Background: an optimization exercise with open tools, aiming at small area. Do not read the settings as production practice. Function was checked by simulation only, so behaviour that the tests miss may differ from the original. Power is estimated from default activity; no workload was simulated.

**flow/flow/run.sh**
```bash
#!/bin/bash
# Standard ORFS layout (the standard.sh), with buf_1 port buffers and a
# clock tree built from small clock buffers without dummy loads.
set -euo pipefail
export BUFFER_PORTS_ARGS="-buffer_cell sky130_fd_sc_hd__buf_1"
export CTS_ARGS="-sink_clustering_enable -repair_clock_nets -dont_use_dummy_load -buf_list {sky130_fd_sc_hd__clkbuf_4 sky130_fd_sc_hd__clkbuf_8} -root_buf sky130_fd_sc_hd__clkbuf_8 -sink_clustering_buffer sky130_fd_sc_hd__clkbuf_8 -sink_clustering_size 20 -sink_clustering_max_diameter 50"
bash standard.sh > standard.log 2>&1
```
**flow/standard.sh**
```bash
#!/bin/bash
# synth_recipe.tcl (not shown) runs the flow's synth.tcl, then flattens the netlist and writes it again
# the make line also repeats each setting of config.mk as NAME=value (left out here)
make -C /OpenROAD-flow-scripts/flow DESIGN_CONFIG=/design/flow/config.mk WORK_HOME=/design/flow/orfs CLKGATE_MAP_FILE= SYNTH_SCRIPT=/design/flow/synth_recipe.tcl "${@:-finish}"
```
**flow/config.mk**
```make
export PLATFORM = sky130hd
export DESIGN_NAME = fpga_config_loader
export DESIGN_NICKNAME = fpga_config_loader
export VERILOG_FILES = /design/flow/design.v
export SDC_FILE = /design/flow/constraint.sdc
export NUM_CORES = 4
export LEC_CHECK = 0
export ABC_AREA = 1
export CAP_MARGIN = 20
export CORE_MARGIN = 2
export CORE_UTILIZATION = 65
export SLEW_MARGIN = 20
```
**flow/constraint.sdc**
```tcl
create_clock -name core_clock -period 5.0 [get_ports {clock}]
set_input_delay 1.0000 -clock core_clock [delete_from_list [all_inputs] [get_ports {clock}]]
set_output_delay 1.0000 -clock core_clock [all_outputs]
set_load 0.01 [all_outputs]
```
**flow/design.v**
```verilog
`default_nettype none
module fpga_config_loader #(
  parameter int          CFG_BITS  = 539,
  parameter logic [15:0] SYNC_WORD = 16'hA55A
) (
  input  logic                clock,
  input  logic                reset,
  input  logic                bs_data,
  input  logic                bs_valid,
  input  logic                abort,
  output logic [CFG_BITS-1:0] cfg_out,
  output logic                cfg_we,
  output logic                done,
  output logic                error,
  output logic                busy
);
  localparam int          CW         = 10;
  localparam logic [CW-1:0] C_START  = CW'((1 << CW) - CFG_BITS - 8);
  localparam logic [7:0]  C_CRC_POLY = 8'h07;
  logic [CFG_BITS-1:0] shadow_q;
  logic [7:0]          crc_q;
  logic [CW-1:0]       cnt_q;
  logic [CFG_BITS-1:0] cfg_n_q;      
  logic                cfg_clr_q;    
  logic                cfg_we_q, done_q, error_q, busy_q;
  logic [7:0] crc_next;
  logic       win_full, match, last_bit, crc_phase, commit, fail, cnt_inc;
  always_comb begin
    crc_next  = {crc_q[6:0], 1'b0} ^ ((crc_q[7] ^ bs_data) ? C_CRC_POLY : 8'h00);
    win_full  = (cnt_q[3:0] == 4'hF);
    crc_phase = &cnt_q[CW-1:3];
    match     = !busy_q && bs_valid && !abort && win_full &&
                ({shadow_q[14:0], !bs_data} == ~SYNC_WORD);
    last_bit  = busy_q && bs_valid && !abort && (&cnt_q);
    commit    = last_bit && (crc_next == 8'h00);
    fail      = last_bit && (crc_next != 8'h00);
    cnt_inc   = bs_valid && (busy_q || !win_full);
  end
  always_ff @(posedge clock) begin
    if (bs_valid && !crc_phase)
      shadow_q <= {shadow_q[CFG_BITS-2:0], !bs_data};
  end
  always_ff @(posedge clock) begin
    if (commit)
      cfg_n_q <= shadow_q;
  end
  always_ff @(posedge clock) begin
    if (bs_valid)
      crc_q <= busy_q ? crc_next : 8'h00;
  end
  always_ff @(posedge clock or posedge reset) begin
    if (reset) begin
      cnt_q     <= '0;
      cfg_clr_q <= 1'b1;
      cfg_we_q  <= 1'b0;
      done_q    <= 1'b0;
      error_q   <= 1'b0;
      busy_q    <= 1'b0;
    end else begin
      cfg_we_q <= commit;
      if (commit)
        cfg_clr_q <= 1'b0;
      if (abort) begin
        cnt_q   <= '0;
        busy_q  <= 1'b0;
        done_q  <= 1'b0;
        error_q <= 1'b0;
      end else if (match) begin
        cnt_q   <= C_START;
        busy_q  <= 1'b1;
        done_q  <= 1'b0;
        error_q <= 1'b0;
      end else begin
        if (cnt_inc)
          cnt_q <= cnt_q + CW'(1);
        if (last_bit)
          busy_q <= 1'b0;
        if (commit)
          done_q <= 1'b1;
        if (fail)
          error_q <= 1'b1;
      end
    end
  end
  assign cfg_out = ~(cfg_n_q | {CFG_BITS{cfg_clr_q}});
  assign cfg_we  = cfg_we_q;
  assign done    = done_q;
  assign error   = error_q;
  assign busy    = busy_q;
endmodule
`default_nettype wire
```
==> results_dict.tcl, run 1 <==
set metrics [dict create \
    status "finished clean" \
    arrival_ps 2690 \
    grt_pass1_vias 16200 \
    finalCritPeriodShare 0.738 \
    utilization 0.731 \
    cts-resized-gates 0 \
    cp.required_ps 4000 \
    synthTopCellsByArea "edfxtp_1 (90%), nor2_1 (5.9%), dfrtp_1 (0.97%), buf_2 (0.69%), nand2_1 (0.58%)" \
    ctsHoldBuffers 0 \
    antenna_found_initial 2 \
    fill_cells 3472 \
    synth_cell_types 26 \
    yosysTopAreaCellShare 0.902 \
    grt_pass1_wl_um 96000 \
    final_cell_area_um2 40300 \
    drc 0 \
    clock_skew_ps 93.7 \
    area_delta_synth_final_pct 11.5 \
    p_leak_nw 13.1 \
    hold_viol 0 \
    yosys_register_bits 1101 \
    drive_above_1_share 0.0467 \
    layout.nets 2470 \
    numCtsBuffers 78 \
    async_flop_share 0.0136 \
    cts_tree "yes" \
    min_path_type "flop to flop" \
    drv_cap 0 \
    clockBufferDepth 3 \
    yosysWarnings 1 \
    core_area_um2 55100 \
    wl_per_cell_um 21.3 \
    fin_setup_tns_ps 0 \
    cp_slowest_cell "dfstp_4" \
    clock.fmax_ghz 0.271 \
    routed_wl_um 68500 \
    insertion_delay_ps 700 \
    cts-root-buf "clkbuf_8" \
    syn-num-nets 1883 \
    crit_type "flop to primary output" \
    syn_area_per_cell_um2 19.3 \
    path_clk_slew_ps 110 \
    cts_max_level 3 \
    synthCells 1876 \
    drt_iter0_markers 1814 \
    grt_max_degree 158 \
    path_cells "buf_12, nor2_1, buf_1" \
    timing.hold.ws_ps 387 \
    synth_area_um2 36100 \
    rsz0062_at_grt "false" \
    max_slew.worst_pin.slew_ps 927 \
    synth_top_area_cell "edfxtp_1" \
    endpoint_kind "primary output" \
    initial_core_util 0.656 \
    synth_most_common_cell "edfxtp_1" \
    synth_enable_flop_cells 1086 \
    clock-sinks 1101 \
    cp-start-kind "flop" \
    grt-ovfl-total 0 \
    yosys_most_used_dff "edfxtp_1" \
    postCtsSetupBuffers 0 \
    dr.pass1.iters 5 \
    setup_violations 0 \
    track_usage 0.231 \
    ys_seq_area_frac 0.913 \
    dp_hpwl_um 44400 \
    die_y_um 240 \
    cpPeakStageDelay_ps 1060 \
    slew_violations 0 \
    routabilityCongestion 0.845 \
    postRouteAntennaNets 0 \
    synthTopCellsByCount "edfxtp_1 (1086), nor2_1 (567), nand2_1 (56)" \
    via_per_inst 5.40 \
    period_needed_ps 3690 \
    placed_area_um2 39200 \
    die_area_um2 57500 \
    power_density_nw_per_um2 362 \
    cp_max_fo 116 \
    die_w_um 240 \
    relSlewSlack 0.382 \
    pin_count 548 \
    port_buffers 547 \
    row_count 86 \
    peakVddDrop_mv 0.303 \
    vias 17300 \
]
[state kept, by name (all words and copies together) (netlist names)]
signal / flops
cfg_clr_q: 1
cfg_n_q: 539
error_q: 1
done_q: 1
busy_q: 1
crc_q: 8
cfg_we_q: 1
shadow_q: 539
cnt_q: 10
[path summary, 6_finish.rpt]
kind	from	to	slack [ps]	depth (start not counted)
max in group asynchronous	reset	cnt_q[5]$_DFFE_PP0P_	4080	2
worst max register to register	cnt_q[0]$_DFFE_PP0P_	cfg_n_q[486]$_DFFE_PP_	2250	8
min in group asynchronous	reset	done_q$_DFFE_PP0P_	410	2
worst max-delay path	cfg_clr_q$_DFFE_PP1P_	cfg_out[343]	1310	3
worst min-delay path	shadow_q[36]$_DFFE_PP_	shadow_q[37]$_DFFE_PP_	390	0
worst min register to register	shadow_q[36]$_DFFE_PP_	shadow_q[37]$_DFFE_PP_	390	0
[power breakdown]
group	total [W]	internal (W)	switching, W
registers	0.0106	0.0104	0.000136
clock network	0.00389	0.00141	0.00248
logic	0.000123	0.0000167	0.000106
total	0.0146	0.0118	0.00273
[cell type report]
type,instances,area [um^2],area share
inverter,37,151,0.00376
multi-input combinational,673,2730,0.0678
timing repair buffer,572,2410,0.0597
tap,748,936,0.0232
clock buffer,78,1070,0.0266
sequential,1101,33000,0.819
antenna,2,5.00,0.000124
[layer usage]
| layer | part of all wire | global-route usage |
|---|---|---|
| met1 | 0.42 | 0.340 |
| met2 | 0.48 | 0.352 |
| met3 | 0.070 | 0.0483 |
| met4 | 0.034 | 0.0851 |
| met5 | 0.00019 | 0 |
[stage by stage]
| step | std cells | worst slack, ps | total power, W |
|---|---|---|---|
| CTS | 3209 | 1220 | 0.0147 |
| finish | 3211 | 1310 | 0.0146 |
| global placement | 3131 | 1530 | 0.0109 |
| detailed placement | 3131 | 1480 | 0.0109 |
| global route | 3210 | 1140 | 0.0150 |
| floorplan | 1876 | -5670 | 0.0109 |
[cells by family (layout without fill, tap and decap cells)]
group / after synthesis / count (layout) / share of synthesized area
other: 0 / 2 / 0
AO/OA/AOI/OAI: 7 / 7 / 0.00114
XOR/XNOR: 6 / 6 / 0.00145
AND/OR/NAND/NOR: 658 / 658 / 0.0709
buffers and inverters: 102 / 687 / 0.0133
adder cells (fa/ha/maj): 2 / 2 / 0.000692
flip-flops: 1101 / 1101 / 0.913
[layout by cell type (no fill, tap or decap), types with 2 or more instances in the layout]
master	Yosys	layout
nor2_2	2	2
nand3_4	2	2
diode_2	0	2
edfxtp_1	1086	1086
nand3_1	14	14
nor2_1	567	566
xor2_1	4	4
dfrtp_1	14	14
a21oi_1	3	3
nand4_1	14	14
nand2_1	56	56
buf_4	1	11
clkbuf_8	0	78
buf_12	0	13
inv_1	36	35
buf_1	0	547
[worst max-delay path: cells and delay by family (launching register included)]
| kind | cells | cell delay [ps] |
|---|---|---|
| buffers and inverters | 2 | 620 |
| AND/OR/NAND/NOR | 1 | 160 |
| flip-flops | 1 | 1060 |
==> inputs of run 2 (changes only) <==
==> flow/run.sh (new file) <==
#!/bin/bash
# synth_recipe.tcl (not shown) runs the flow's synth.tcl, then flattens the netlist and writes it again
# the make line also repeats each setting of config.mk as NAME=value (left out here)
make -C /OpenROAD-flow-scripts/flow DESIGN_CONFIG=/design/flow/config.mk WORK_HOME=/design/flow/orfs CLKGATE_MAP_FILE= SYNTH_SCRIPT=/design/flow/synth_recipe.tcl finish
--- a/flow/config.mk
+++ b/flow/config.mk
@@ -8,5 +8,5 @@
 export ABC_AREA = 1
 export CAP_MARGIN = 20
 export CORE_MARGIN = 2
-export CORE_UTILIZATION = 65
+export CORE_UTILIZATION = 40
 export SLEW_MARGIN = 20
removed: flow/flow/run.sh
removed: flow/standard.sh
==> run 2 against run 1 <==
Net effect: final area increased by 16%; die area is 61% higher; sequential power barely moved; clock-buffer cell count increased by 43; clock skew fell by 44 ps; critical path type unchanged; highest routed layer is now met4.
==> results_dict.tcl, run 2 <==
set metrics [dict create \
    status "finished clean" \
    cp-start-kind "flop" \
    slew_violations 0 \
    synth_enable_flop_cells 1086 \
    yosysTopAreaCellShare 0.902 \
    synth_top_area_cell "edfxtp_1" \
    final_cell_mix "edfxtp_1 (1086), nor2_1 (566), clkdlybuf4s50_1 (547), clkbuf_16 (107), nand2_1 (56)" \
    layout.nets 2501 \
    regToRegSetupSlack_ps 2470 \
    ys_seq_area_frac 0.913 \
    grtUsageMet1 0.191 \
    cts-resized-gates 0 \
    antenna_found_initial 0 \
    insertion_delay_ps 670 \
    reg_top3 "cfg_n_q: 539 flops, shadow_q: 539 flops, cnt_q: 10 flops" \
    die_y_um 305 \
    final_common_cell "edfxtp_1" \
    synthTopCellsByArea "edfxtp_1 (90%), nor2_1 (5.9%), dfrtp_1 (0.97%), buf_2 (0.69%), nand2_1 (0.58%)" \
    clock_skew_ps 50.1 \
    cts_tree "yes" \
    postCtsSetupBuffers 0 \
    numCtsBuffers 106 \
    drive_above_1_share 0.0758 \
    peakVddDrop_mv 0.291 \
    cts-root-buf "clkbuf_16" \
    drc 0 \
    p_leak_nw 15.5 \
    relSlewSlack 0.522 \
    vias 17400 \
    grt_pass1_vias 17900 \
    clock.fmax_ghz 0.252 \
    track_usage 0.154 \
    syn-num-nets 1883 \
    initial_core_util 0.403 \
    synth_cell_types 26 \
    power_density_nw_per_um2 399 \
    timing.hold.ws_ps 418 \
    grt_pass1_wl_um 110000 \
    synth_simple_gate_area_share 0.0709 \
    reg2reg_to "cfg_n_q[490]$_DFFE_PP_" \
    yosys_most_used_dff "edfxtp_1" \
    area_delta_synth_final_pct 29.4 \
    grt_max_degree 122 \
    pin_count 548 \
    synth_top_family_by_area "simple AND/OR/NAND/NOR gates" \
    synth_area_um2 36100 \
    setup_violations 0 \
    max_slew.worst_pin.slew_ps 717 \
    cp.required_ps 4000 \
    reg2reg_depth 9 \
    arrival_ps 2970 \
    min_path_type "flop to flop" \
    routed_wl_um 74100 \
    met2_usage 0.270 \
    row_count 110 \
    drt_iter0_markers 1345 \
    endpoint "cfg_out[449]" \
    ctsHoldBuffers 0 \
    synthCells 1876 \
    final_cell_area_um2 46800 \
    cts_max_level 3 \
    die_w_um 305 \
    dp_hpwl_um 47700 \
    clock-sinks 1101 \
    synthTopCellsByCount "edfxtp_1 (1086), nor2_1 (567), nand2_1 (56)" \
    r2r-start "cnt_q[0]$_DFFE_PP0P_" \
    die_area_um2 92800 \
    grtUsageMet3 0.0326 \
    startpoint "cfg_clr_q$_DFFE_PP1P_" \
    yosys_register_bits 1101 \
    via_per_inst 4.63 \
    drv_cap 0 \
    placed_area_um2 43200 \
    period_needed_ps 3970 \
    path_clk_slew_ps 60 \
    dr.pass1.iters 5 \
    rsz0062_at_grt "false" \
    port_buffers 547 \
    routabilityCongestion 0.787 \
    wl_per_cell_um 19.7 \
    hold_viol 0 \
    syn_area_per_cell_um2 19.3 \
    synth_xor_xnor_area_share 0.00145 \
    async_flop_share 0.0136 \
    synth_most_common_cell "edfxtp_1" \
    clockBufferDepth 3 \
    synthAdderAreaFrac 0.000692 \
    synth_compound_area_frac 0.00114 \
    finalCritPeriodShare 0.794 \
    postRouteAntennaNets 0 \
    cp_max_fo 121 \
    core_area_um2 89700 \
    endpoint_kind "primary output" \
    grt-ovfl-total 0 \
    crit_type "flop to primary output" \
    yosysWarnings 1 \
    grt.busiest_layer "met2" \
    synth.area.mux_share 0 \
]
-- run 2: power by group --
| part | internal, W | leakage, nW | switching [W] |
|---|---|---|---|
| clock | 0.00462 | 1.71 | 0.00335 |
| combinational | 0.0000240 | 3.38 | 0.000110 |
| sequential | 0.0104 | 10.4 | 0.000140 |
-- run 2: logic make-up after synthesis --
| group | after synthesis |
|---|---|
| buffers and inverters | 102 |
| xor gates and xnor gates | 6 |
| DFF | 1101 |
| and+or+nand+nor | 658 |
| adders and majority gates | 2 |
| AOI/OAI and AO/OA | 7 |
-- run 2: layout make-up --
class,count,area [um^2]
Tap cell,1176,1470
Multi-Input combinational cell,673,2730
Clock buffer,121,2730
Fill cell,7210,43000
Antenna cell,2,5.00
Clock inverter,78,830
Inverter,37,151
Sequential cell,1101,33000
Timing Repair Buffer,575,5860
-- run 2: worst max-delay path: stages (launching register included) --
cell and delay, ps:
dfstp_4 1070, buf_12 430, nor2_1 150, clkdlybuf4s50_1 510
-- run 2: worst min-delay path by stage --
stage                            startpoint                       to  cells after the start
finish               shadow_q[43]$_DFFE_PP_   shadow_q[44]$_DFFE_PP_                      0
floorplan           shadow_q[538]$_DFFE_PP_   cfg_n_q[538]$_DFFE_PP_                      0
global placement    shadow_q[538]$_DFFE_PP_   cfg_n_q[538]$_DFFE_PP_                      0
detailed placement  shadow_q[538]$_DFFE_PP_   cfg_n_q[538]$_DFFE_PP_                      0
CTS                  shadow_q[99]$_DFFE_PP_  shadow_q[100]$_DFFE_PP_                      0
global route         shadow_q[43]$_DFFE_PP_   shadow_q[44]$_DFFE_PP_                      0
-- run 2: layer usage --
| metal | vias to the layer above | routed length, um |
|---|---|---|
| met5 | - | 0 |
| met4 | 0 | 1680 |
| met3 | 96 | 3790 |
| met2 | 464 | 38500 |
| met1 | 8795 | 30100 |
| li1 | 8050 | - |
-- run 2: through the flow --
step                setup slack, ps   util  power, W  cells  setup TNS [ps]
floorplan                     -5670      -    0.0109   1876        -5811300
global placement               1270  0.481    0.0109   3562               0
detailed placement             1290  0.481    0.0109   3562               0
CTS                             943  0.521    0.0189   3761               0
global route                    861  0.521    0.0193   3761               0
finish                         1030  0.521    0.0187   3763               0
==> inputs of run 3 (changes only) <==
==> flow/flow/run.sh (new file) <==
#!/bin/bash
# Standard ORFS layout, with smaller port buffers and a clock tree built from
# smaller clock buffers (no dummy loads). Everything else is the standard.sh.
set -euo pipefail
export BUFFER_PORTS_ARGS="-buffer_cell sky130_fd_sc_hd__buf_1"
export CTS_ARGS="-sink_clustering_enable -repair_clock_nets -dont_use_dummy_load -buf_list {sky130_fd_sc_hd__clkbuf_4 sky130_fd_sc_hd__clkbuf_8 sky130_fd_sc_hd__clkbuf_16}"
bash standard.sh > standard.log 2>&1
==> flow/standard.sh (new file) <==
#!/bin/bash
# synth_recipe.tcl (not shown) runs the flow's synth.tcl, then flattens the netlist and writes it again
# the make line also repeats each setting of config.mk as NAME=value (left out here)
make -C /OpenROAD-flow-scripts/flow DESIGN_CONFIG=/design/flow/config.mk WORK_HOME=/design/flow/orfs CLKGATE_MAP_FILE= SYNTH_SCRIPT=/design/flow/synth_recipe.tcl "${@:-finish}"
removed: flow/run.sh
==> run 3 against run 2 <==
Net effect: maximum frequency rose by 11%; area after synthesis unchanged; wire length shrank 3.5%; via count increased by 0.64%; sequential power is essentially flat; total power shrank 5.9%; final area is 8.7% lower; sequential share of layout area is 6.7 points higher; clock skew fell by 5.7 ps; non-clock buffer count increased by 18; worst hold slack better by 2.8 ps; flip-flop and latch count is the same; largest power group unchanged.
==> results_dict.tcl, run 3 <==
set metrics [dict create \
    via_per_inst 4.75 \
    vias 17500 \
    drive_above_1_share 0.0672 \
    yosys_most_used_dff "edfxtp_1" \
    rsz0062_at_grt "false" \
    setup_violations 0 \
    status "finished clean" \
    synth_cell_types 26 \
    antenna_cells 0 \
    track_usage 0.150 \
    drc 0 \
    max_slew.worst_pin.slew_ps 835 \
    synth_enable_flop_cells 1086 \
    cts_max_level 3 \
    die_area_um2 92800 \
    synth_most_common_cell "edfxtp_1" \
    postRouteAntennaNets 0 \
    p_leak_nw 14.0 \
    clock-sinks 1101 \
    cp.required_ps 4000 \
    power_w 0.0176 \
    postCtsSetupBuffers 0 \
    yosys_register_bits 1101 \
    dp_hpwl_um 45700 \
    dr.pass1.iters 5 \
    insertion_delay_ps 670 \
    power_density_nw_per_um2 412 \
    area_delta_synth_final_pct 18.1 \
    final_common_cell "edfxtp_1" \
    fin_ws_ps 1410 \
    grt_pass1_wl_um 107000 \
    finalCritPeriodShare 0.719 \
    ys_seq_area_frac 0.913 \
    arrival_ps 2590 \
    ctsHoldBuffers 0 \
    grt_max_degree 133 \
    synthTopCellsByCount "edfxtp_1 (1086), nor2_1 (567), nand2_1 (56)" \
    row_count 110 \
    routabilityCongestion 0.811 \
    initial_core_util 0.403 \
    relSlewSlack 0.444 \
    path_clk_slew_ps 60 \
    crit_type "flop to primary output" \
    core_area_um2 89700 \
    clock_skew_ps 44.4 \
    synthTopCellsByArea "edfxtp_1 (90%), nor2_1 (5.9%), dfrtp_1 (0.97%), buf_2 (0.69%), nand2_1 (0.58%)" \
    peakVddDrop_mv 0.258 \
    drt_iter0_markers 1405 \
    endpoint_kind "primary output" \
    yosysWarnings 1 \
    synth_top_area_cell "edfxtp_1" \
    port_buffers 547 \
    clockBufferDepth 3 \
    synthCells 1876 \
    pre_cts_ws_ps 1440 \
    slew_violations 0 \
    die_y_um 305 \
    hold_viol 0 \
    layout.nets 2524 \
    period_needed_ps 3590 \
    antenna_found_initial 2 \
    reg_top3 "cfg_n_q: 539 flops, shadow_q: 539 flops, cnt_q: 10 flops" \
    cts_tree "yes" \
    cp_max_fo 56 \
    async_flop_share 0.0136 \
    numCtsBuffers 111 \
    routed_wl_um 71500 \
    cp-start-kind "flop" \
    yosysTopAreaCellShare 0.902 \
    cts-root-buf "clkbuf_16" \
    cts-resized-gates 0 \
    syn_area_per_cell_um2 19.3 \
    min_path_type "flop to flop" \
    wl_per_cell_um 19.4 \
    syn-num-nets 1883 \
    grt_pass1_vias 17800 \
    grt-ovfl-total 0 \
    clock.fmax_ghz 0.278 \
    drv_cap 0 \
    pin_count 548 \
    final_cell_mix "edfxtp_1 (1086), nor2_1 (566), buf_1 (547), clkbuf_16 (111), nand2_1 (56)" \
    die_w_um 305 \
    synth_area_um2 36100 \
]
## run 3: changes by cell type in the layout (fill, tap and decap cells not counted), moves of 3 or more
cell             previous run  this run
clkinv_4                    3         0
clkinv_2                   18         0
clkbuf_16                 107       111
buf_1                       0       547
buf_4                      14        32
clkbuf_1                   14         0
clkdlybuf4s50_1           547         0
clkinvlp_4                  8         0
clkinv_16                   4         0
bufinv_16                  13         0
clkinv_1                   29         0
## run 3: worst paths after layout
path                                     endpoint  slack, ps                    start  cells after the start
setup / recovery                     cfg_out[444]       1410    cfg_clr_q$_DFFE_PP1P_                      4
hold / removal             cfg_n_q[433]$_DFFE_PP_        420  shadow_q[433]$_DFFE_PP_                      0
setup reg to reg            cfg_n_q[59]$_DFFE_PP_       2260   crc_q[7]$_SDFFCE_PN0P_                      8
hold reg to reg            cfg_n_q[433]$_DFFE_PP_        420  shadow_q[433]$_DFFE_PP_                      0
max in group asynchronous    cnt_q[4]$_DFFE_PP0P_       4040                    reset                      2
min in group asynchronous      cfg_we_q$_DFF_PP0_        450                    reset                      2
## run 3: cell families after synthesis
family,share of synthesized area
AOI/OAI and AO/OA,0.00114
xor gates and xnor gates,0.00145
DFF,0.913
adders and majority gates,0.000692
buffers and inverters,0.0133
and+or+nand+nor,0.0709
## run 3: layer usage
metal,global-route usage,part of all wire,up-vias,wire (um)
li1,-,-,8005,-
met1,0.186,0.41,8872,29300
met2,0.256,0.51,523,36300
met3,0.0323,0.052,116,3740
met4,0.0626,0.030,0,2180
met5,0,0,-,0
## run 3: where the power goes
group / total, W / internal, W / switching (W)
sequential: 0.0106 / 0.0104 / 0.000141
combinational: 0.000135 / 0.0000230 / 0.000112
clock: 0.00686 / 0.00386 / 0.00300
## run 3: per-stage QoR
stage,hold slack (ps),util,setup TNS [ps],cells,area (um^2)
6_report,420,0.476,0,3691,42700
5_1_grt,431,0.476,0,3691,42700
4_1_cts,420,0.476,0,3690,42700
3_5_place_dp,412,0.445,0,3579,39900
3_3_place_gp,420,0.445,0,3579,39900
2_1_floorplan,400,-,-5811300,1876,36200
## run 3: area by class of cell
class                   count  area (um^2)
clock buffers             111         2780
inverters                  37          151
fillers                  7577        47000
repair buffers            593         2580
flip-flops and latches   1101        33000
well taps                1176         1470
multi-input cells         673         2730
## run 3: worst max-delay path, stage by stage, from the launching register on
cell     delay (ps)
dfstp_4         890
buf_16          340
buf_4           370
nor2_1          100
buf_1           140
==> inputs of run 4 (changes only) <==
==> flow/flow/run.sh (replaced) <==
#!/bin/bash
# Standard ORFS layout (the standard.sh), with buf_1 port buffers and a
# clock tree built from small clock buffers without dummy loads.
set -euo pipefail
export BUFFER_PORTS_ARGS="-buffer_cell sky130_fd_sc_hd__buf_1"
export CTS_ARGS="-sink_clustering_enable -repair_clock_nets -dont_use_dummy_load -buf_list {sky130_fd_sc_hd__clkbuf_4 sky130_fd_sc_hd__clkbuf_8} -root_buf sky130_fd_sc_hd__clkbuf_8 -sink_clustering_buffer sky130_fd_sc_hd__clkbuf_4 -sink_clustering_size 12 -sink_clustering_max_diameter 40"
bash standard.sh > standard.log 2>&1
--- a/flow/config.mk
+++ b/flow/config.mk
@@ -8,5 +8,5 @@
 export ABC_AREA = 1
 export CAP_MARGIN = 20
 export CORE_MARGIN = 2
-export CORE_UTILIZATION = 40
+export CORE_UTILIZATION = 65
 export SLEW_MARGIN = 20
==> run 4 against run 3 <==
Net effect: first-iteration DRC count rose by 27%; core utilization rose by 25 points; cell count fell by 12%; critical path type unchanged; largest cell class unchanged; highest routed layer is now met5.
==> results_dict.tcl, run 4 <==
set metrics [dict create \
    status "finished clean" \
    arrival_ps 2700 \
    synth_enable_flop_cells 1086 \
    clock_skew_ps 75.7 \
    core_area_um2 55100 \
    row_count 86 \
    routed_wl_um 69100 \
    final_common_cell "edfxtp_1" \
    swShare 0.192 \
    period_needed_ps 3700 \
    power_density_nw_per_um2 358 \
    synth_cell_types 26 \
    synthCells 1876 \
    fin_ws_ps 1300 \
    ctsHoldBuffers 0 \
    layout.nets 2511 \
    cp-start-kind "flop" \
    hold_viol 0 \
    synth_top_area_cell "edfxtp_1" \
    synthTopCellsByCount "edfxtp_1 (1086), nor2_1 (567), nand2_1 (56)" \
    crit_family "flip-flops" \
    yosysTopAreaCellShare 0.902 \
    antenna_found_initial 2 \
    combPwrFrac 0.009 \
    path_cells "buf_12, nor2_1, buf_1" \
    port_buffers 547 \
    drc 0 \
    cp_slowest_cell "dfstp_4" \
    relSlewSlack 0.377 \
    synthTopCellsByArea "edfxtp_1 (90%), nor2_1 (5.9%), dfrtp_1 (0.97%), buf_2 (0.69%), nand2_1 (0.58%)" \
    clock-sinks 1101 \
    clockBufferDepth 3 \
    grt_pass1_vias 16600 \
    postRouteAntennaNets 0 \
    crit_type "flop to primary output" \
    cts-root-buf "clkbuf_8" \
    utilization 0.729 \
    yosys_most_used_dff "edfxtp_1" \
    p_clk_frac 0.257 \
    cp_max_fo 116 \
    cts-resized-gates 0 \
    rsz0062_at_grt "false" \
    grt_pass1_wl_um 97600 \
    endpoint_kind "primary output" \
    cpPeakStageDelay_ps 1060 \
    min_path_type "primary input to asynchronous set/reset pin" \
    vias 17500 \
    reg_top3 "cfg_n_q: 539 flops, shadow_q: 539 flops, cnt_q: 10 flops" \
    postCtsSetupBuffers 0 \
    track_usage 0.234 \
    drt_iter0_markers 1780 \
    dp_hpwl_um 44400 \
    syn_area_per_cell_um2 19.3 \
    async_flop_share 0.0136 \
    synth_area_um2 36100 \
    cp.buffers_inverters 2 \
    grt-ovfl-total 0 \
    placed_area_um2 39200 \
    via_per_inst 5.40 \
    syn-num-nets 1883 \
    clock.fmax_ghz 0.270 \
    routabilityCongestion 0.845 \
    p_leak_nw 13.1 \
    cp.required_ps 4000 \
    initial_core_util 0.656 \
    slew_violations 0 \
    yosysWarnings 1 \
    area_delta_synth_final_pct 11.1 \
    regArea_um2 33000 \
    p_int_w 0.0116 \
    wl_per_cell_um 21.3 \
    die_w_um 240 \
    drv_cap 0 \
    cts_tree "yes" \
    numCtsBuffers 119 \
    pin_count 548 \
    setup_violations 0 \
    pre_cts_ws_ps 1480 \
    drive_above_1_share 0.0624 \
    finalCritPeriodShare 0.740 \
    synth_most_common_cell "edfxtp_1" \
    path_clk_slew_ps 120 \
    ys_seq_area_frac 0.913 \
    insertion_delay_ps 710 \
    fill_cells 3508 \
    switching_power_w 0.00276 \
    final_cell_mix "edfxtp_1 (1086), nor2_1 (566), buf_1 (547), clkbuf_4 (110), nand2_1 (56)" \
    max_slew.worst_pin.slew_ps 934 \
    fin_setup_tns_ps 0 \
    grt_max_degree 158 \
    peakVddDrop_mv 0.253 \
    yosys_register_bits 1101 \
    cts_max_level 3 \
    die_y_um 240 \
    final_cell_area_um2 40200 \
    dr.pass1.iters 5 \
    die_area_um2 57500 \
    seqPwrFrac 0.734 \
    multi_input_area_um2 2730 \
]
[run 4: cell counts after synthesis]
No cell type changed its count.
[run 4: per-stage QoR]
stage | hold slack, ps | power [W] | std cells
2_1_floorplan | 400 | 0.0109 | 1876
3_3_place_gp | 402 | 0.0109 | 3131
3_5_place_dp | 422 | 0.0109 | 3131
4_1_cts | 331 | 0.0145 | 3250
5_1_grt | 368 | 0.0149 | 3251
6_report | 390 | 0.0144 | 3251
[run 4: cell type report]
class	count	area share
Antenna cell	1	0.0000623
Clock buffer	119	0.0236
Inverter	37	0.00377
Multi-Input combinational cell	673	0.0680
Sequential cell	1101	0.821
Tap cell	748	0.0233
Timing Repair Buffer	572	0.0599
[run 4: cells by family (layout without fill, tap and decap cells)]
kind of cell | count (synthesis) | count (layout) | synth area share
AOI/OAI and AO/OA | 7 | 7 | 0.00114
xor gates and xnor gates | 6 | 6 | 0.00145
adders and majority gates | 2 | 2 | 0.000692
buffers and inverters | 102 | 728 | 0.0133
DFF | 1101 | 1101 | 0.913
other | 0 | 1 | 0
and+or+nand+nor | 658 | 658 | 0.0709
[run 4: path summary, 6_finish.rpt]
check / from / to / slack (ps) / depth (start not counted)
max in group asynchronous: reset / cnt_q[5]$_DFFE_PP0P_ / 4110 / 2
worst min register to register: shadow_q[244]$_DFFE_PP_ / shadow_q[245]$_DFFE_PP_ / 410 / 0
min in group core_clock: shadow_q[244]$_DFFE_PP_ / shadow_q[245]$_DFFE_PP_ / 410 / 0
worst min-delay path: reset / cfg_we_q$_DFF_PP0_ / 390 / 2
worst max register to register: cnt_q[0]$_DFFE_PP0P_ / cfg_n_q[505]$_DFFE_PP_ / 2230 / 8
worst max-delay path: cfg_clr_q$_DFFE_PP1P_ / cfg_out[338] / 1300 / 3
[run 4: metal layers]
layer | vias to the layer above | GRT usage | part of all wire
li1 | 7997 | - | -
met1 | 8751 | 0.341 | 0.42
met2 | 675 | 0.358 | 0.48
met3 | 115 | 0.0544 | 0.071
met4 | 2 | 0.0798 | 0.029
met5 | - | 0 | 0.00019
[run 4: power by group through the flow]
stage | Clock (W) | Sequential [W] | Combinational [W]
after global routing | 0.00417 | 0.0106 | 0.000137
after floorplan | 0 | 0.0108 | 0.0000849
after global placement | 0 | 0.0107 | 0.000122
after CTS | 0.00385 | 0.0106 | 0.000125
after detailed placement | 0 | 0.0108 | 0.000127
final | 0.00370 | 0.0106 | 0.000123
==> inputs of run 5 (changes only) <==
==> flow/flow/run.sh (replaced) <==
#!/bin/bash
# Standard ORFS layout (the standard.sh), with buf_1 port buffers and a
# clock tree built from small clock buffers without dummy loads.
set -euo pipefail
export BUFFER_PORTS_ARGS="-buffer_cell sky130_fd_sc_hd__buf_1"
export CTS_ARGS="-sink_clustering_enable -repair_clock_nets -dont_use_dummy_load -buf_list {sky130_fd_sc_hd__clkbuf_4 sky130_fd_sc_hd__clkbuf_8} -root_buf sky130_fd_sc_hd__clkbuf_8 -sink_clustering_buffer sky130_fd_sc_hd__clkbuf_4 -sink_clustering_size 10 -sink_clustering_max_diameter 35"
bash standard.sh > standard.log 2>&1
--- a/flow/config.mk
+++ b/flow/config.mk
@@ -8,5 +8,5 @@
 export ABC_AREA = 1
 export CAP_MARGIN = 20
 export CORE_MARGIN = 2
-export CORE_UTILIZATION = 65
+export CORE_UTILIZATION = 70
 export SLEW_MARGIN = 20
==> run 5 against run 4 <==
Net effect: maximum frequency is 3.1% lower; die area is 7.0% lower; flip-flop and latch count stayed put; core utilization is 5.7 points higher; cell count is 1.5% lower; register-to-register slack worse by 60 ps; clock-buffer cell count is 27 higher; global-route usage is 2.3 points higher; final area is 0.25% higher; clock skew is 20 ps lower; synthesized cell count stayed put; critical path type unchanged; highest routed layer unchanged.
==> results_dict.tcl, run 5 <==
set metrics [dict create \
    synth_top_area_cell "edfxtp_1" \
    ys_seq_area_frac 0.913 \
    placed_area_um2 39100 \
    cts-resized-gates 0 \
    fin_setup_tns_ps 0 \
    reg_top3 "cfg_n_q: 539 flops, shadow_q: 539 flops, cnt_q: 10 flops" \
    die_area_um2 53500 \
    wl_per_cell_um 21.7 \
    syn_area_per_cell_um2 19.3 \
    rsz0062_at_grt "false" \
    cp.buffers_inverters 2 \
    reg2reg_depth 7 \
    yosys_register_bits 1101 \
    drt_iter0_markers 2047 \
    yosysTopAreaCellShare 0.902 \
    die_y_um 231 \
    synthTopCellsByCount "edfxtp_1 (1086), nor2_1 (567), nand2_1 (56)" \
    numCtsBuffers 146 \
    place_inst 3056 \
    ctsHoldBuffers 0 \
    path_clk_slew_ps 110 \
    timing.hold.ws_ps 303 \
    endpoint_kind "primary output" \
    port_buffers 547 \
    crit_family "flip-flops" \
    synth_most_common_cell "edfxtp_1" \
    finalCritPeriodShare 0.764 \
    synth_cell_types 26 \
    final_cell_mix "edfxtp_1 (1086), nor2_1 (566), buf_1 (547), clkbuf_4 (129), nand2_1 (56)" \
    postRouteAntennaNets 0 \
    cts-root-buf "clkbuf_8" \
    dp_hpwl_um 44500 \
    vias 17900 \
    area_delta_synth_final_pct 11.4 \
    power_density_nw_per_um2 367 \
    endpoint "cfg_out[157]" \
    via_per_inst 5.60 \
    hold_viol 0 \
    cp_max_fo 72 \
    instances_no_fill 3203 \
    clockBufferDepth 3 \
    reg2reg_to "cfg_n_q[392]$_DFFE_PP_" \
    max_slew.worst_pin.slew_ps 917 \
    startpoint "cfg_clr_q$_DFFE_PP1P_" \
    status "finished clean" \
    p_leak_nw 13.2 \
    insertion_delay_ps 770 \
    initial_core_util 0.706 \
    grt_pass1_vias 17000 \
    cp-start-kind "flop" \
    routabilityCongestion 0.848 \
    drv_cap 0 \
    power_w 0.0148 \
    async_flop_share 0.0136 \
    core_area_um2 51200 \
    setup_violations 0 \
    path_cells "buf_4, nor2_1, buf_1" \
    grt_max_degree 162 \
    clock-sinks 1101 \
    layout.nets 2531 \
    final_cell_area_um2 40300 \
    regToRegSetupSlack_ps 2170 \
    synth_area_um2 36100 \
    postCtsSetupBuffers 0 \
    period_needed_ps 3820 \
    synthCells 1876 \
    cp_slowest_cell "dfstp_4" \
    routed_wl_um 69400 \
    dr.pass1.iters 5 \
    die_w_um 231 \
    slew_violations 0 \
    drive_above_1_share 0.0698 \
    final_common_cell "edfxtp_1" \
    grt_pass1_wl_um 99200 \
    cpPeakStageDelay_ps 1170 \
    pin_count 548 \
    row_count 83 \
    fill_cells 2873 \
    cp.required_ps 4000 \
    grt-ovfl-total 0 \
    cts_tree "yes" \
    yosys_most_used_dff "edfxtp_1" \
    clock.fmax_ghz 0.262 \
    synth_enable_flop_cells 1086 \
    clock_skew_ps 56.0 \
    relSlewSlack 0.388 \
    cts_max_level 4 \
    r2r-start "crc_q[7]$_SDFFCE_PN0P_" \
    crit_type "flop to primary output" \
    arrival_ps 2820 \
    track_usage 0.257 \
    antenna_found_initial 2 \
    yosysWarnings 1 \
    drc 0 \
    synthTopCellsByArea "edfxtp_1 (90%), nor2_1 (5.9%), dfrtp_1 (0.97%), buf_2 (0.69%), nand2_1 (0.58%)" \
    syn-num-nets 1883 \
    peakVddDrop_mv 0.264 \
    min_path_type "primary input to asynchronous set/reset pin" \
    cp.depth 3 \
]
==> run 5: cell counts after synthesis <==
Identical to the previous run, type by type.
==> run 5: worst reg2reg max path: cells and delay by family, from the launching register on <==
kind / cells / cell delay, ps
xor+xnor: 1 / 200
fa+ha+maj: 1 / 190
buf+inv: 1 / 590
flops: 1 / 500
simple gates: 4 / 770
==> run 5: cell type report <==
| class | instances | area (um^2) | area share |
|---|---|---|---|
| multi-input cells | 673 | 2730 | 0.0678 |
| repair buffers | 565 | 2340 | 0.0581 |
| clock buffers | 146 | 1200 | 0.0299 |
| well taps | 680 | 851 | 0.0211 |
| inverters | 37 | 151 | 0.00376 |
| diodes | 1 | 2.50 | 0.0000621 |
| flip-flops and latches | 1101 | 33000 | 0.819 |
==> run 5: per-stage QoR <==
step	util	worst slack (ps)
after detailed placement	0.763	1380
after CTS	0.786	1090
final	0.787	1180
after global routing	0.787	991
after floorplan	-	-5670
after global placement	0.763	1390
==> run 5: routing by layer <==
layer	GRT usage	routed length, um	up-vias
li1	-	-	8048
met4	0.111	2460	2
met3	0.0775	6170	134
met1	0.363	27600	8877
met2	0.383	33100	872
met5	0	16	-
==> run 5: power breakdown <==
part	switching [W]	leakage, nW	internal, W
clock network	0.00259	0.716	0.00150
registers	0.000144	10.4	0.0104
logic	0.000108	2.12	0.0000178
==> run 5: cells by family (layout without fill, tap and decap cells) <==
| kind of cell | after synthesis | count (layout) | synth area share |
|---|---|---|---|
| AOI/OAI and AO/OA | 7 | 7 | 0.00114 |
| xor gates and xnor gates | 6 | 6 | 0.00145 |
| adders and majority gates | 2 | 2 | 0.000692 |
| buffers and inverters | 102 | 748 | 0.0133 |
| DFF | 1101 | 1101 | 0.913 |
| other | 0 | 1 | 0 |
| and+or+nand+nor | 658 | 658 | 0.0709 |
==> run 5: worst min-delay path by stage <==
stage,depth (start not counted),end,slack (ps)
after floorplan,0,cfg_n_q[538]$_DFFE_PP_,400
after global placement,0,cfg_n_q[538]$_DFFE_PP_,410
after CTS,2,error_q$_DFFE_PP0P_,260
after detailed placement,0,cfg_n_q[538]$_DFFE_PP_,410
final,2,cnt_q[1]$_DFFE_PP0P_,300
after global routing,2,error_q$_DFFE_PP0P_,310
==> inputs of run 6 (changes only) <==
--- a/flow/design.v
+++ b/flow/design.v
@@ -20,8 +20,7 @@
   logic [CFG_BITS-1:0] shadow_q;
   logic [7:0]          crc_q;
   logic [CW-1:0]       cnt_q;
-  logic [CFG_BITS-1:0] cfg_n_q;      
-  logic                cfg_clr_q;    
+  logic [CFG_BITS-1:0] cfg_out_q;
   logic                cfg_we_q, done_q, error_q, busy_q;
   logic [7:0] crc_next;
   logic       win_full, match, last_bit, crc_phase, commit, fail, cnt_inc;
@@ -30,7 +29,7 @@
     win_full  = (cnt_q[3:0] == 4'hF);
     crc_phase = &cnt_q[CW-1:3];
     match     = !busy_q && bs_valid && !abort && win_full &&
-                ({shadow_q[14:0], !bs_data} == ~SYNC_WORD);
+                ({shadow_q[14:0], bs_data} == SYNC_WORD);
     last_bit  = busy_q && bs_valid && !abort && (&cnt_q);
     commit    = last_bit && (crc_next == 8'h00);
     fail      = last_bit && (crc_next != 8'h00);
@@ -38,11 +37,7 @@
   end
   always_ff @(posedge clock) begin
     if (bs_valid && !crc_phase)
-      shadow_q <= {shadow_q[CFG_BITS-2:0], !bs_data};
-  end
-  always_ff @(posedge clock) begin
-    if (commit)
-      cfg_n_q <= shadow_q;
+      shadow_q <= {shadow_q[CFG_BITS-2:0], bs_data};
   end
   always_ff @(posedge clock) begin
     if (bs_valid)
@@ -51,7 +46,7 @@
   always_ff @(posedge clock or posedge reset) begin
     if (reset) begin
       cnt_q     <= '0;
-      cfg_clr_q <= 1'b1;
+      cfg_out_q <= '0;
       cfg_we_q  <= 1'b0;
       done_q    <= 1'b0;
       error_q   <= 1'b0;
@@ -59,7 +54,7 @@
     end else begin
       cfg_we_q <= commit;
       if (commit)
-        cfg_clr_q <= 1'b0;
+        cfg_out_q <= shadow_q;
       if (abort) begin
         cnt_q   <= '0;
         busy_q  <= 1'b0;
@@ -82,7 +77,7 @@
       end
     end
   end
-  assign cfg_out = ~(cfg_n_q | {CFG_BITS{cfg_clr_q}});
+  assign cfg_out = cfg_out_q;
   assign cfg_we  = cfg_we_q;
   assign done    = done_q;
   assign error   = error_q;
==> flow/run.sh (new file) <==
#!/bin/bash
# synth_recipe.tcl (not shown) runs the flow's synth.tcl, then flattens the netlist and writes it again
# the make line also repeats each setting of config.mk as NAME=value (left out here)
make -C /OpenROAD-flow-scripts/flow DESIGN_CONFIG=/design/flow/config.mk WORK_HOME=/design/flow/orfs CLKGATE_MAP_FILE= SYNTH_SCRIPT=/design/flow/synth_recipe.tcl finish
--- a/flow/config.mk
+++ b/flow/config.mk
@@ -5,8 +5,7 @@
 export SDC_FILE = /design/flow/constraint.sdc
 export NUM_CORES = 4
 export LEC_CHECK = 0
-export ABC_AREA = 1
 export CAP_MARGIN = 20
 export CORE_MARGIN = 2
-export CORE_UTILIZATION = 70
+export CORE_UTILIZATION = 40
 export SLEW_MARGIN = 20
removed: flow/flow/run.sh
removed: flow/standard.sh
==> run 6 against run 5 <==
Net effect: still clean on timing, DRC and antenna; highest routed layer is now met4; global-route usage shrank 9.6 points; largest power group unchanged; core utilization decreased by 28 points; non-clock buffer count is 28 higher.
==> results_dict.tcl, run 6 <==
set metrics [dict create \
    clock-sinks 1100 \
    swShare 0.205 \
    pre_cts_ws_ps 1120 \
    wl_per_cell_um 21.6 \
    yosys_register_bits 1100 \
    drt_iter0_markers 1105 \
    grt_max_degree 175 \
    slew_violations 0 \
    synth_area_um2 39400 \
    max_slew.worst_pin.slew_ps 1040 \
    postCtsSetupBuffers 0 \
    path_cells "clkdlybuf4s50_1, xnor2_1, ha_1, nor2b_1, and4_4, buf_12, mux2_2" \
    crit_type "primary input to flop" \
    p_int_w 0.0147 \
    timing.hold.ws_ps 444 \
    power_w 0.0185 \
    synthTopCellsByArea "edfxtp_1 (42%), dfrtp_1 (35%), mux2_4 (15%), mux2_1 (2.6%), buf_12 (2.3%)" \
    ys_seq_area_frac 0.768 \
    insertion_delay_ps 680 \
    fill_cells 7861 \
    switching_power_w 0.00379 \
    area_delta_synth_final_pct 26.4 \
    fin_ws_ps 1780 \
    rsz0062_at_grt "false" \
    final_common_cell "dfrtp_1" \
    dr.pass1.iters 4 \
    antenna_cells 0 \
    cts_max_level 3 \
    multi_input_area_um2 8080 \
    drv_cap 0 \
    power_density_nw_per_um2 372 \
    p_clk_frac 0.449 \
    die_area_um2 101000 \
    syn_area_per_cell_um2 22.2 \
    cts-resized-gates 0 \
    yosys_most_used_dff "dfrtp_1" \
    cp.required_ps 5560 \
    cp-start-kind "primary input" \
    synthCells 1777 \
    endpoint_kind "flop" \
    grt-ovfl-total 0 \
    yosysTopAreaCellShare 0.417 \
    path_clk_slew_ps 60 \
    cts-root-buf "clkbuf_16" \
    layout.nets 2428 \
    pin_count 548 \
    row_count 115 \
    cp_max_fo 103 \
    synth_top_area_cell "edfxtp_1" \
    synth_cell_types 37 \
    clock_skew_ps 14.2 \
    core_area_um2 98000 \
    vias 18100 \
    yosysWarnings 1 \
    drive_above_1_share 0.268 \
    p_leak_nw 20.6 \
    status "finished clean" \
    die_y_um 318 \
    reg_top3 "cfg_out_q: 539 flops, shadow_q: 539 flops, cnt_q: 10 flops" \
    clock.fmax_ghz 0.311 \
    finalCritPeriodShare 0.643 \
    synth_most_common_cell "dfrtp_1" \
    setup_violations 0 \
    period_needed_ps 3220 \
    postRouteAntennaNets 0 \
    routabilityCongestion 0.775 \
    dp_hpwl_um 52200 \
    antenna_found_initial 0 \
    ctsHoldBuffers 0 \
    drc 0 \
    hold_viol 0 \
    routed_wl_um 82100 \
    min_path_type "flop to flop" \
    cts_tree "yes" \
    track_usage 0.162 \
    port_buffers 547 \
    regArea_um2 30300 \
    seqPwrFrac 0.538 \
    async_flop_share 0.503 \
    synthTopCellsByCount "dfrtp_1 (553), edfxtp_1 (547), mux2_4 (400)" \
    initial_core_util 0.402 \
    fin_setup_tns_ps 0 \
    synth_enable_flop_cells 547 \
    peakVddDrop_mv 0.289 \
    die_w_um 318 \
    arrival_ps 3770 \
    clockBufferDepth 3 \
    grt_pass1_vias 19600 \
    via_per_inst 4.75 \
    relSlewSlack 0.308 \
    final_cell_mix "dfrtp_1 (553), edfxtp_1 (547), clkdlybuf4s50_1 (547), mux2_4 (400), clkbuf_16 (115)" \
    syn-num-nets 1784 \
    cp_slowest_cell "clkdlybuf4s50_1" \
    combPwrFrac 0.013 \
    cpPeakStageDelay_ps 550 \
    grt_pass1_wl_um 127000 \
    utilization 0.508 \
    numCtsBuffers 112 \
]
run 6: cell families (layout without fill, tap and decap cells):
logic type / after synthesis / count (layout) / synth area share
buffers and inverters: 68 / 810 / 0.0275
adders and majority gates: 2 / 2 / 0.000635
AOI/OAI and AO/OA: 15 / 15 / 0.00225
xor gates and xnor gates: 10 / 10 / 0.00257
DFF: 1100 / 1100 / 0.768
and+or+nand+nor: 42 / 42 / 0.00692
muxes: 540 / 540 / 0.192
run 6: power by group through the flow:
stage	Clock, W	Combinational (W)	Sequential [W]
floorplan	0	0.000145	0.0101
global placement	0	0.000243	0.0101
detailed placement	0	0.000252	0.0101
CTS	0.00858	0.000251	0.00997
global route	0.00894	0.000272	0.00999
finish	0.00831	0.000237	0.00997
run 6: critical path, delay by kind of cell:
family                   cells  cell delay [ps]
adder cells (fa/ha/maj)      1              180
buffers and inverters        2              990
multiplexers                 1              410
XOR/XNOR                     1              270
AND/OR/NAND/NOR              2              710
run 6: worst paths after layout:
| check | from | endpoint | slack [ps] | depth (start not counted) |
|---|---|---|---|---|
| worst min-delay path | shadow_q[344]$_DFFE_PP_ | shadow_q[345]$_DFFE_PP_ | 440 | 0 |
| worst max register to register | cnt_q[0]$_DFFE_PP0P_ | cfg_out_q[224]$_DFFE_PP0P_ | 2040 | 6 |
| min in group asynchronous | reset | cfg_out_q[214]$_DFFE_PP0P_ | 710 | 2 |
| max in group asynchronous | reset | cfg_out_q[409]$_DFFE_PP0P_ | 3100 | 4 |
| worst min register to register | shadow_q[344]$_DFFE_PP_ | shadow_q[345]$_DFFE_PP_ | 440 | 0 |
| worst max-delay path | bs_data | cfg_out_q[224]$_DFFE_PP0P_ | 1780 | 7 |
run 6: routing by layer:
layer	global-route usage	routed length, um	vias up
met3	0.0551	5720	134
li1	-	-	7905
met2	0.251	38300	465
met1	0.215	35800	9562
met5	0	0	-
met4	0.0498	2250	0
run 6: cell type report:
type,count,area share
flip-flops and latches,1100,0.607
clock inverters,41,0.00726
repair buffers,593,0.123
well taps,1287,0.0323
clock buffers,171,0.0672
inverters,5,0.000703
multi-input cells,609,0.162
run 6: stage by stage:
step / area (um^2) / cells
2_1_floorplan: 39400 / 1777
3_3_place_gp: 46100 / 3593
3_5_place_dp: 46100 / 3594
4_1_cts: 49800 / 3806
5_1_grt: 49800 / 3806
6_report: 49800 / 3806
==> inputs of run 7 (changes only) <==
--- a/flow/config.mk
+++ b/flow/config.mk
@@ -5,6 +5,7 @@
 export SDC_FILE = /design/flow/constraint.sdc
 export NUM_CORES = 4
 export LEC_CHECK = 0
+export ABC_AREA = 1
 export CAP_MARGIN = 20
 export CORE_MARGIN = 2
 export CORE_UTILIZATION = 40
==> run 7 against run 6 <==
Net effect: via count grew 26%; worst setup slack lost 81 ps; global-route usage grew 1.8 points; non-clock buffer count shrank 2; critical path depth grew 2; combinational power shrank 3%; maximum frequency shrank 2.5%; core utilization grew 0.28 points; highest routed layer is now met5; critical endpoint is now cfg_out_q[478]$_DFFE_PP0P_.
==> results_dict.tcl, run 7 <==
set metrics [dict create \
    status "finished clean" \
    pin_count 548 \
    synth_enable_flop_cells 547 \
    synth_area_um2 38000 \
    syn-num-nets 2988 \
    fin_ws_ps 1700 \
    area_delta_synth_final_pct 27.3 \
    cp.required_ps 5610 \
    antenna_found_initial 1 \
    routed_wl_um 88900 \
    power_w 0.0186 \
    min_path_type "flop to flop" \
    endpoint_kind "flop" \
    row_count 113 \
    pre_cts_ws_ps 1110 \
    final_common_cell "nand2_1" \
    postRouteAntennaNets 0 \
    fin_setup_tns_ps 0 \
    async_flop_share 0.503 \
    peakVddDrop_mv 0.287 \
    relSlewSlack 0.408 \
    track_usage 0.180 \
    clockBufferDepth 3 \
    drc 0 \
    grt_pass1_vias 22500 \
    utilization 0.511 \
    wl_per_cell_um 18.1 \
    synthTopCellsByArea "edfxtp_1 (43%), dfrtp_1 (36%), nand2_1 (16%), buf_6 (1.5%), buf_2 (0.78%)" \
    slew_violations 0 \
    path_clk_slew_ps 60 \
    layout.nets 3569 \
    max_slew.worst_pin.slew_ps 888 \
    fill_cells 8138 \
    cts-root-buf "clkbuf_16" \
    insertion_delay_ps 690 \
    setup_violations 0 \
    cp_max_fo 209 \
    yosysWarnings 1 \
    drv_cap 0 \
    vias 22900 \
    initial_core_util 0.402 \
    via_per_inst 4.64 \
    clock_skew_ps 16.7 \
    syn_area_per_cell_um2 12.7 \
    dr.pass1.iters 5 \
    cts-resized-gates 0 \
    period_needed_ps 3300 \
    cts_max_level 3 \
    reg_top3 "cfg_out_q: 539 flops, shadow_q: 539 flops, cnt_q: 10 flops" \
    arrival_ps 3910 \
    routabilityCongestion 0.770 \
    p_leak_nw 22.0 \
    die_w_um 312 \
    die_y_um 312 \
    core_area_um2 94600 \
    cp-start-kind "primary input" \
    drive_above_1_share 0.0648 \
    grt_max_degree 210 \
    hold_viol 0 \
    synthCells 2981 \
    numCtsBuffers 111 \
    clock.fmax_ghz 0.303 \
    timing.hold.ws_ps 443 \
    rsz0062_at_grt "false" \
    crit_type "primary input to flop" \
    grt-ovfl-total 0 \
    postCtsSetupBuffers 0 \
    die_area_um2 97500 \
    drt_iter0_markers 2051 \
    synthTopCellsByCount "nand2_1 (1668), dfrtp_1 (553), edfxtp_1 (547)" \
    yosysTopAreaCellShare 0.432 \
    dp_hpwl_um 55800 \
    clock-sinks 1100 \
    synth_top_area_cell "edfxtp_1" \
    antenna_cells 0 \
    synth_cell_types 27 \
    finalCritPeriodShare 0.659 \
    port_buffers 547 \
    ctsHoldBuffers 0 \
    yosys_register_bits 1100 \
    cts_tree "yes" \
    synth_most_common_cell "nand2_1" \
    yosys_most_used_dff "dfrtp_1" \
    final_cell_mix "nand2_1 (1668), dfrtp_1 (553), edfxtp_1 (547), clkdlybuf4s50_1 (547), clkbuf_16 (113)" \
    power_density_nw_per_um2 384 \
    grt_pass1_wl_um 136000 \
    ys_seq_area_frac 0.797 \
]
[run 7: cell count changes in the layout (fill, tap and decap cells not counted), moves of 6 or more]
cell,change
mux2_4,-400
and2_1,-6
nand3_1,+11
nand2_1,+1665
buf_4,+9
nor3_1,-6
mux2_2,-49
clkinv_2,+11
nor2_1,+15
clkbuf_1,-10
inv_1,+17
buf_12,-11
mux2_1,-90
[run 7: cells by family after synthesis]
group / share of synthesized area
DFF: 0.797
xor gates and xnor gates: 0.00161
buffers and inverters: 0.0289
and+or+nand+nor: 0.171
AOI/OAI and AO/OA: 0.00102
adders and majority gates: 0.000659
[run 7: critical path, stage by stage]
cell and delay, ps:
clkdlybuf4s50_1 480, xnor2_1 280, ha_1 180, nor3b_1 380, nand3_4 270, clkinv_16 370, buf_4 420, nand2_1 100
nand2_1 70
[run 7: cell type report]
class / instances / area (um^2) / share of cell area
repair buffers: 591 / 5970 / 0.123
clock inverters: 51 / 470 / 0.00973
inverters: 26 / 140 / 0.00290
clock buffers: 160 / 3270 / 0.0677
flip-flops and latches: 1100 / 30300 / 0.626
multi-input cells: 1732 / 6660 / 0.138
well taps: 1265 / 1580 / 0.0327
[run 7: worst paths after layout]
kind                                         start                         end  slack [ps]  depth (start not counted)
max in group asynchronous                    reset    cfg_out_q[7]$_DFFE_PP0P_        2890                          3
min in group asynchronous                    reset  cfg_out_q[442]$_DFFE_PP0P_         830                          2
setup reg to reg            crc_q[7]$_SDFFCE_PN0P_  cfg_out_q[478]$_DFFE_PP0P_        2130                          8
hold reg to reg            shadow_q[442]$_DFFE_PP_     shadow_q[443]$_DFFE_PP_         440                          0
setup / recovery                           bs_data  cfg_out_q[478]$_DFFE_PP0P_        1700                          9
hold / removal             shadow_q[442]$_DFFE_PP_     shadow_q[443]$_DFFE_PP_         440                          0
[run 7: metal layers]
metal	vias to the layer above	part of all wire	GRT usage
met5	-	0.00015	0
met4	2	0.029	0.0667
met3	130	0.053	0.0349
met2	603	0.49	0.289
met1	11400	0.43	0.244
li1	10800	-	-
[run 7: where the power goes]
group	switching [W]	internal, W	total [W]
Clock	0.00349	0.00488	0.00836
Sequential	0.000143	0.00982	0.00996
Combinational	0.000200	0.0000317	0.000231
Total	0.00383	0.0147	0.0186
[run 7: per-stage QoR]
stage	std cells	cell area (um^2)
2_1_floorplan	2981	38000
3_3_place_gp	4714	44600
3_5_place_dp	4714	44600
4_1_cts	4925	48400
5_1_grt	4925	48400
6_report	4925	48400
==> inputs of run 8 (changes only) <==
==> flow/flow/run.sh (new file) <==
#!/bin/bash
# Standard ORFS layout (the standard.sh), with buf_1 port buffers and a
# clock tree built from small clock buffers without dummy loads.
set -euo pipefail
export BUFFER_PORTS_ARGS="-buffer_cell sky130_fd_sc_hd__buf_1"
export CTS_ARGS="-sink_clustering_enable -repair_clock_nets -dont_use_dummy_load -buf_list {sky130_fd_sc_hd__clkbuf_4 sky130_fd_sc_hd__clkbuf_8} -root_buf sky130_fd_sc_hd__clkbuf_8 -sink_clustering_buffer sky130_fd_sc_hd__clkbuf_8 -sink_clustering_size 20 -sink_clustering_max_diameter 50"
bash standard.sh > standard.log 2>&1
==> flow/standard.sh (new file) <==
#!/bin/bash
# synth_recipe.tcl (not shown) runs the flow's synth.tcl, then flattens the netlist and writes it again
# the make line also repeats each setting of config.mk as NAME=value (left out here)
make -C /OpenROAD-flow-scripts/flow DESIGN_CONFIG=/design/flow/config.mk WORK_HOME=/design/flow/orfs CLKGATE_MAP_FILE= SYNTH_SCRIPT=/design/flow/synth_recipe.tcl "${@:-finish}"
--- a/flow/config.mk
+++ b/flow/config.mk
@@ -8,5 +8,5 @@
 export ABC_AREA = 1
 export CAP_MARGIN = 20
 export CORE_MARGIN = 2
-export CORE_UTILIZATION = 40
+export CORE_UTILIZATION = 65
 export SLEW_MARGIN = 20
removed: flow/run.sh
==> run 8 against run 7 <==
Net effect: largest cell class unchanged; combinational power is 9.1% lower; area after synthesis unchanged; critical endpoint is now cfg_out_q[519]$_DFFE_PP0P_; cell count down 13%; maximum frequency is 1.3% lower; non-clock buffer count fell by 22; still clean.
==> results_dict.tcl, run 8 <==
set metrics [dict create \
    cp_max_fo 148 \
    power_density_nw_per_um2 344 \
    period_needed_ps 3340 \
    synth_area_um2 38000 \
    endpoint_kind "flop" \
    min_path_cells 0 \
    cts_max_level 3 \
    drt_iter0_markers 2177 \
    synth_top_area_cell "edfxtp_1" \
    track_usage 0.271 \
    max_slew.worst_pin.slew_ps 1110 \
    final_cell_mix "nand2_1 (1668), dfrtp_1 (553), edfxtp_1 (547), buf_1 (547), clkbuf_8 (86)" \
    setup_violations 0 \
    clock-sinks 1100 \
    hold_viol 0 \
    peakVddDrop_mv 0.249 \
    arrival_ps 3970 \
    syn_area_per_cell_um2 12.7 \
    rsz0062_at_grt "false" \
    ctsHoldBuffers 0 \
    cts_tree "yes" \
    slew_violations 0 \
    cp.required_ps 5630 \
    grt_pass1_wl_um 125000 \
    clock.fmax_ghz 0.299 \
    antenna_found_initial 4 \
    path_clk_slew_ps 110 \
    r2r-start "cnt_q[0]$_DFFE_PP0P_" \
    regToRegSetupSlack_ps 1680 \
    yosysTopAreaCellShare 0.432 \
    area_delta_synth_final_pct 9.43 \
    yosys_most_used_dff "dfrtp_1" \
    async_flop_share 0.503 \
    syn-num-nets 2988 \
    port_buffers 547 \
    routed_wl_um 81900 \
    synth_cell_types 27 \
    drive_above_1_share 0.0333 \
    status "finished clean" \
    routabilityCongestion 0.829 \
    timing.hold.ws_ps 396 \
    grt_max_degree 267 \
    dp_hpwl_um 52200 \
    crit_type "primary input to flop" \
    wl_per_cell_um 19.1 \
    fin_setup_tns_ps 0 \
    reg2reg_to "cfg_out_q[519]$_DFFE_PP0P_" \
    hold_end "shadow_q[484]$_DFFE_PP_" \
    reg_top3 "cfg_out_q: 539 flops, shadow_q: 539 flops, cnt_q: 10 flops" \
    cts-root-buf "clkbuf_8" \
    postCtsSetupBuffers 0 \
    numCtsBuffers 86 \
    path_cells "buf_1, xnor2_1, ha_1, nor3b_1, nand3_4, buf_4, buf_12, buf_16, nand2_1, nand2_1" \
    synth_most_common_cell "nand2_1" \
    grt-ovfl-total 0 \
    postRouteAntennaNets 0 \
    cpPeakStageDelay_ps 720 \
    relSlewSlack 0.260 \
    pin_count 548 \
    p_leak_nw 19.4 \
    finalCritPeriodShare 0.668 \
    dr.pass1.iters 5 \
    insertion_delay_ps 720 \
    yosys_register_bits 1100 \
    ys_seq_area_frac 0.797 \
    cp_slowest_cell "buf_4" \
    clockBufferDepth 3 \
    clock_skew_ps 82.6 \
    synth_enable_flop_cells 547 \
    initial_core_util 0.658 \
    min_path_type "flop to flop" \
    reg2reg_depth 11 \
    final_common_cell "nand2_1" \
    core_area_um2 57700 \
    drc 0 \
    grt_pass1_vias 22100 \
    row_count 88 \
    via_per_inst 5.31 \
    cts-resized-gates 0 \
    die_w_um 246 \
    synthCells 2981 \
    die_y_um 246 \
    cp-start-kind "primary input" \
    layout.nets 3522 \
    synthTopCellsByCount "nand2_1 (1668), dfrtp_1 (553), edfxtp_1 (547)" \
    min_from "shadow_q[483]$_DFFE_PP_" \
    synthTopCellsByArea "edfxtp_1 (43%), dfrtp_1 (36%), nand2_1 (16%), buf_6 (1.5%), buf_2 (0.78%)" \
    die_area_um2 60400 \
    cp_common_cell "nand2_1" \
    drv_cap 0 \
    yosysWarnings 1 \
    vias 22700 \
]
run 8: how the worst max path moves through the flow:
stage	from	endpoint	slack, ps	depth (start not counted)
global placement	bs_data	cfg_out_q[450]$_DFFE_PP0P_	1190	9
CTS	cnt_q[0]$_DFFE_PP0P_	cfg_out_q[519]$_DFFE_PP0P_	1730	10
floorplan	bs_valid	shadow_q[0]$_DFFE_PP_	-5660	2
finish	bs_data	cfg_out_q[519]$_DFFE_PP0P_	1660	10
detailed placement	bs_data	cfg_out_q[519]$_DFFE_PP0P_	1040	9
global route	cnt_q[0]$_DFFE_PP0P_	cfg_out_q[84]$_DFFE_PP0P_	1420	11
run 8: through the flow:
step	setup WS [ps]	total power (W)	utilization	cells	area, um^2
floorplan	-5660	0.0103	-	2981	38000
global placement	1190	0.0103	0.699	4191	40400
detailed placement	1040	0.0104	0.699	4191	40400
CTS	1730	0.0144	0.720	4277	41500
global route	1420	0.0148	0.720	4279	41600
finish	1660	0.0143	0.721	4280	41600
run 8: cell type report:
cell class                      count  area (um^2)
Sequential cell                  1100        30300
Tap cell                          765          957
Clock buffer                       86         1180
Antenna cell                        2         5.00
Fill cell                        4198        16100
Timing Repair Buffer              569         2360
Multi-Input combinational cell   1732         6660
Inverter                           26          140
run 8: layer usage:
| layer | global-route usage | vias to the layer above | wire length (um) |
|---|---|---|---|
| met3 | 0.0754 | 161 | 6280 |
| met2 | 0.409 | 661 | 38400 |
| met1 | 0.381 | 11400 | 33700 |
| li1 | - | 10500 | - |
| met4 | 0.109 | 4 | 3500 |
| met5 | 0 | - | 30 |
run 8: cells by family after synthesis:
family	share of synthesized area
AND/OR/NAND/NOR	0.171
flip-flops	0.797
buffers and inverters	0.0289
AO/OA/AOI/OAI	0.00102
XOR/XNOR	0.00161
adder cells (fa/ha/maj)	0.000659
run 8: power by group:
group	switching (W)	internal, W
logic	0.000189	0.0000208
registers	0.000140	0.00981
clock network	0.00261	0.00154
run 8: worst max-delay path, delay by kind of cell:
family	cells	cell delay (ps)
xor+xnor	1	150
fa+ha+maj	1	190
buf+inv	4	1720
simple gates	4	620

[static timing again, ports no longer ideal]
How much do the figures lean on ideal ports? The routed layouts below were timed once more, with nothing changed but the port constraints. Step 1: set_driving_cell puts a clkbuf_16 on clock and a buf_2 on each other input, an assumption about the parent block. Step 2 adds t to the input delays and takes it off the output delays; t is the mean of the earliest and latest rising clock arrival at the registers after step 1. Input paths then give back, and output paths get back, about the clock's delay inside the block. a / b / c = no drivers / after step 1 / after step 2; a / b = the first two.
| run | shift t [ns] | setup slack, ns | worst setup path at the end |
|---|---|---|---|
| run 1 | 0.712 | 1.312 / 1.254 / 1.449 | input to register |
| run 2 | 0.703 | 1.028 / 0.967 / 1.308 | input to register |
| run 3 | 0.710 | 1.406 / 1.345 / 1.459 | input to register |
| run 4 | 0.725 | 1.298 / 1.239 / 1.398 | input to register |
| run 5 | 0.801 | 1.181 / 1.123 / 1.329 | input to register |
| run 6 | 0.737 | 1.785 / 1.824 / 1.087 | input to register |
| run 7 | 0.745 | 1.703 / 1.728 / 0.983 | input to register |
| run 8 | 0.738 | 1.660 / 1.641 / 0.903 | input to register |
After both steps setup and hold are still met in every run listed. For run 8, which loses most, drivers alone change the setup slack by -0.019 ns; drivers and shift together by -0.757 ns.
